Context: an optimization exercise on an open-source flow, tuned for small area. The choices shown serve that exercise and are no tape-out recipe.
In this exercise RTL edits were held to simulation tests only and were not proved equivalent to the original.
Power and IR drop assume default switching activity.

== run 1 ==
==> flow/design.v <==
`timescale 1ns/100ps
`default_nettype none
package alu_pipe_pkg;
    parameter int REG_ADDR_W = 5;
    parameter int NUM_REGS = 32;
    parameter int IMM_W = 16;
    typedef enum logic [2:0] {
        OP_NOP  = 3'd0,
        OP_ADD  = 3'd1,
        OP_SUB  = 3'd2,
        OP_AND  = 3'd3,
        OP_OR   = 3'd4,
        OP_XOR  = 3'd5,
        OP_ADDI = 3'd6,
        OP_BEQ  = 3'd7
    } opcode_e;
    typedef enum logic [1:0] {
        FWD_NONE = 2'd0,
        FWD_MEM  = 2'd1,
        FWD_WB   = 2'd2
    } fwd_sel_e;
    typedef struct packed {
        opcode_e                 opcode;
        logic [REG_ADDR_W-1:0]   rd;
        logic [REG_ADDR_W-1:0]   rs1;
        logic [REG_ADDR_W-1:0]   rs2;
        logic [IMM_W-1:0]        imm;
    } instr_t;
    typedef struct packed {
        logic                    valid;
        logic                    wr;
        logic [REG_ADDR_W-1:0]   rd;
        logic [31:0]             result;
    } stage_t;
    typedef struct packed {
        logic [REG_ADDR_W-1:0]   rd;
        logic [31:0]             value;
    } retire_t;
endpackage
`default_nettype wire
`timescale 1ns/100ps
`default_nettype none
module alu_pipe_top #(
    parameter int XLEN = 32
) (
    input  wire          clk,
    input  wire          rst_n,
    input  wire          in_valid,
    input  wire  [33:0]  in_instr,
    output logic         retire_valid,
    output logic [36:0]  retire
);
    localparam logic [2:0] OP_NOP  = 3'd0;
    localparam logic [2:0] OP_SUB  = 3'd2;
    localparam logic [2:0] OP_AND  = 3'd3;
    localparam logic [2:0] OP_OR   = 3'd4;
    localparam logic [2:0] OP_XOR  = 3'd5;
    localparam logic [2:0] OP_ADDI = 3'd6;
    localparam logic [2:0] OP_BEQ  = 3'd7;
    logic [2:0]  in_op;
    logic [15:0] in_ob;
    always_comb begin
        in_op = in_instr[33:31];
        if (!in_valid || (in_op != OP_BEQ && in_instr[30:26] == 5'd0))
            in_op = OP_NOP;
        in_ob = in_instr[15:0];
        if (in_instr[33:31] != OP_ADDI)
            in_ob[4:0] = in_instr[20:16];
    end
    logic [2:0]  s1_op, s2_op, s3_op;
    logic [4:0]  s1_rd, s2_rd, s3_rd;
    logic [4:0]  s1_rs, s2_rs, s3_rs;
    logic [15:0] s1_ob, s2_ob, s3_ob;
    logic        taken;
    always_ff @(posedge clk) begin
        s1_op <= rst_n ? in_op : OP_NOP;
        s2_op <= (rst_n && !taken) ? s1_op : OP_NOP;
        s3_op <= (rst_n && !taken) ? s2_op : OP_NOP;
        s1_rd <= in_instr[30:26];
        s1_rs <= in_instr[25:21];
        s1_ob <= in_ob;
        s2_rd <= s1_rd;
        s2_rs <= s1_rs;
        s2_ob <= s1_ob;
        s3_rd <= s2_rd;
        s3_rs <= s2_rs;
        s3_ob <= s2_ob;
    end
    logic [31:0] regs [1:31];
    logic [31:0] a, b;
    logic        w_valid;
    logic [4:0]  w_rd;
    logic [31:0] w_val;
    logic fwd_a, fwd_b;
    always_ff @(posedge clk) begin
        fwd_a <= we && s3_rd == s2_rs;
        fwd_b <= we && s3_rd == s2_ob[4:0];
    end
    always_comb begin
        a = w_val & {32{fwd_a}};
        b = w_val & {32{fwd_b}};
        for (int i = 1; i < 32; i++) begin
            a = a | (regs[i] & {32{!fwd_a && s3_rs == 5'(i)}});
            b = b | (regs[i] & {32{!fwd_b && s3_ob[4:0] == 5'(i)}});
        end
    end
    logic [31:0] y, addend, p, g, sum, res;
    logic        sub;
    assign sub    = s3_op == OP_SUB;
    assign y      = (s3_op == OP_ADDI) ? {{16{s3_ob[15]}}, s3_ob} : b;
    assign addend = sub ? ~y : y;
    assign p      = a ^ addend;
    assign g      = a & addend;
    logic [31:0] cg, cp;
    always_comb begin
        cg = g;
        cp = p;
        cg[0] = g[0] | (p[0] & sub);
        for (int l = 0; l < 5; l++) begin
            for (int i = 0; i < 32; i++) begin
                if (((i >> l) & 1) == 1) begin
                    cg[i] = cg[i] | (cp[i] & cg[((i >> l) << l) - 1]);
                    cp[i] = cp[i] & cp[((i >> l) << l) - 1];
                end
            end
        end
    end
    assign sum = p ^ {cg[30:0], sub};
    always_comb begin
        case (s3_op)
            OP_AND:  res = g;
            OP_OR:   res = p | g;
            OP_XOR:  res = p;
            default: res = sum;
        endcase
    end
    assign taken = s3_op == OP_BEQ && p == '0;
    logic        we;
    logic [31:0] wd;
    assign we = s3_op != OP_NOP && s3_op != OP_BEQ;
    assign wd = w_val & {32{rst_n}};
    always_ff @(posedge clk) begin
        w_valid <= rst_n && we;
        w_rd    <= s3_rd;
        w_val   <= res;
    end
    for (genvar i = 1; i < 32; i++) begin : g_reg
        always_ff @(posedge clk) begin
            if (!rst_n || (w_valid && w_rd == 5'(i)))
                regs[i] <= wd;
        end
    end
    assign retire_valid = w_valid;
    assign retire       = {w_rd, w_val};
endmodule
`default_nettype wire
export LEC_CHECK = 0
export CAP_MARGIN = 20
export CORE_MARGIN = 2
export CORE_UTILIZATION = 40
export SETUP_SLACK_MARGIN = 0.1
export SLEW_MARGIN = 20
create_clock -name core_clock -period 6.0 [get_ports {clk}]
standard.sh (not shown) runs the stock make flow with config.mk's settings and CLKGATE_MAP_FILE= SYNTH_SCRIPT=/design/flow/synth_recipe.tcl, a recipe that flattens the netlist after the stock synthesis.
==> flow/flow/run.sh <==
#!/bin/bash
# Standard layout (the standard.sh, standard synthesis unchanged) with two
# changes: a clock tree of clkbuf_8 leaves without dummy loads, and port
# buffers of the smallest buffer cell. Full tool output goes to standard.log
# here and to ORFS's own logs under orfs/logs.
set -euo pipefail
CTS="-sink_clustering_enable -repair_clock_nets -dont_use_dummy_load"
CTS="$CTS -buf_list sky130_fd_sc_hd__clkbuf_8"
CTS="$CTS -sink_clustering_size 18 -sink_clustering_max_diameter 50"
bash standard.sh "CTS_ARGS=$CTS" \
    "BUFFER_PORTS_ARGS=-buffer_cell sky130_fd_sc_hd__buf_1" \
    finish > standard.log 2>&1
Run 1 finished every stage and its layout cleared the timing, DRC and antenna checks.
[inputs] run 2 vs run 1
diff --git a/flow/flow/run.sh b/flow/flow/run.sh
--- a/flow/flow/run.sh
+++ b/flow/flow/run.sh
@@ -8,3 +8,3 @@
 CTS="$CTS -buf_list sky130_fd_sc_hd__clkbuf_8"
-CTS="$CTS -sink_clustering_size 18 -sink_clustering_max_diameter 50"
+CTS="$CTS -sink_clustering_size 12 -sink_clustering_max_diameter 60"
 bash standard.sh "CTS_ARGS=$CTS" \
Notes after the runs:
For internal power of the cells, run 2 and run 1 come out practically identical.
From run 1 to run 2 the numbers moved as follows: cell leakage power did not really move, total chip power comparable, cell area after layout barely changed, sequential share of layout area has remained practically unchanged, post-detailed-routing wire length comparable.
~same clock-pin transition on the worst setup and hold timing paths in run 1 and run 2
The share of power burned in the clock network on run 2 is in line with that on run 1.
Lower number of buffers added by the clock tree synthesis step was reported by run 1, not run 2.
--- input diff run 2..run 3 ---
diff --git a/flow/flow/run.sh b/flow/flow/run.sh
--- a/flow/flow/run.sh
+++ b/flow/flow/run.sh
@@ -2,3 +2,3 @@
 # Standard layout (the standard.sh, standard synthesis unchanged) with two
-# changes: a clock tree of clkbuf_8 leaves without dummy loads, and port
+# changes: a clock tree of clkbuf_8 with clkbuf_4 leaves and no dummy loads, and port
 # buffers of the smallest buffer cell. Full tool output goes to standard.log
@@ -8,3 +8,4 @@
 CTS="$CTS -buf_list sky130_fd_sc_hd__clkbuf_8"
-CTS="$CTS -sink_clustering_size 12 -sink_clustering_max_diameter 60"
+CTS="$CTS -sink_clustering_buffer sky130_fd_sc_hd__clkbuf_4"
+CTS="$CTS -sink_clustering_size 8 -sink_clustering_max_diameter 40"
 bash standard.sh "CTS_ARGS=$CTS" \
==> summary.txt <==
- Non-clock buffer count, run 3 vs run 2: up by a few percent
- Compared with run 2, in run 3 net load switching power now larger; final design instance area without fill comparable; maximum fanout along the worst path now smaller; total number of vias now larger.

---

alu_pipe_top, a different RTL version from the one above (not shown whole).
For scale: about 1100 flip-flops, roughly 75 I/O pins, about 49000 um^2 of cells after synthesis.
make LEC_CHECK=0 CAP_MARGIN=20 CORE_MARGIN=2 CORE_UTILIZATION=40 CTS_BUF_LIST='sky130_fd_sc_hd__clkbuf_4 sky130_fd_sc_hd__clkbuf_8' SLEW_MARGIN=20 finish   # period 6.0 ns
run.sh (not shown) runs the stock make flow with config.mk's settings and CLKGATE_MAP_FILE= SYNTH_SCRIPT=/design/flow/synth_recipe.tcl, a recipe that flattens the netlist after the stock synthesis.
Stock flow here: none of the scripts above is used.
==> next run, changes <==
==> flow/flow/run.sh (new file) <==
#!/bin/bash
# Standard layout (the standard.sh, standard synthesis unchanged) with two
# changes: a clock tree of clkbuf_8 leaves without dummy loads, and port
# buffers of the smallest buffer cell. Full tool output goes to standard.log
# here and to ORFS's own logs under orfs/logs.
set -euo pipefail
CTS="-sink_clustering_enable -repair_clock_nets -dont_use_dummy_load"
CTS="$CTS -buf_list sky130_fd_sc_hd__clkbuf_8"
CTS="$CTS -sink_clustering_size 12 -sink_clustering_max_diameter 60"
bash standard.sh "CTS_ARGS=$CTS" \
    "BUFFER_PORTS_ARGS=-buffer_cell sky130_fd_sc_hd__buf_1" \
    finish > standard.log 2>&1
==> flow/standard.sh (new file) <==
#!/bin/bash
# synth_recipe.tcl (not shown) runs the flow's synth.tcl, then flattens the netlist and writes it again
# the make line also repeats each setting of config.mk as NAME=value (left out here)
make -C /OpenROAD-flow-scripts/flow DESIGN_CONFIG=/design/flow/config.mk WORK_HOME=/design/flow/orfs CLKGATE_MAP_FILE= SYNTH_SCRIPT=/design/flow/synth_recipe.tcl "${@:-finish}"
--- a/flow/config.mk
+++ b/flow/config.mk
@@ -9,4 +9,4 @@
 export CORE_MARGIN = 2
 export CORE_UTILIZATION = 40
-export CTS_BUF_LIST = sky130_fd_sc_hd__clkbuf_4 sky130_fd_sc_hd__clkbuf_8
+export SETUP_SLACK_MARGIN = 0.1
 export SLEW_MARGIN = 20
removed: flow/run.sh
The changed run completed with no timing, DRC or antenna violations.
Routed wire length decreases slightly.
Power fell by roughly a tenth.
Register-to-register slack gets better by 0.05 ns.
Cell area decreases by a few percent.
Die area stays the same.
Non-clock buffer count falls by 5.

[afterwards: timing with drivers on the ports]
How much do the figures lean on ideal ports? The routed layouts below were timed once more, with nothing changed but the port constraints.
Step 1: set_driving_cell puts a clkbuf_16 on clk and a buf_2 on each other input, an assumption about the parent block.
Step 2 moves the port delays by t, midway between the first and last clock arrival at a register: inputs arrive t later, outputs are due t later. That takes back most of the time a late clock gives input paths.
a / b / c = ideal ports / drivers / drivers and shift; a / b = the first two.
| run | t (ns) | setup slack, ns | worst setup path at the end | latest minus earliest clock arrival (ns) | cell pins on the clock port's net |
|---|---|---|---|---|---|
| run 1 | 0.887 | 0.191 / 0.191 / 0.191 | register to register | 0.159 / 0.159 | 1 |
| run 2 | 0.861 | 0.233 / 0.233 / 0.233 | register to register | 0.118 / 0.117 | 1 |
| run 3 | 0.946 | 0.244 / 0.244 / 0.244 | register to register | 0.112 / 0.112 | 1 |
| the first run of note 2 | 1.005 | 0.220 / 0.220 / 0.220 | register to register | 0.070 / 0.070 | 1 |
| the second run of note 2 | 0.868 | 0.272 / 0.272 / 0.272 | register to register | 0.111 / 0.111 | 1 |
After both steps every run listed still meets setup and hold.
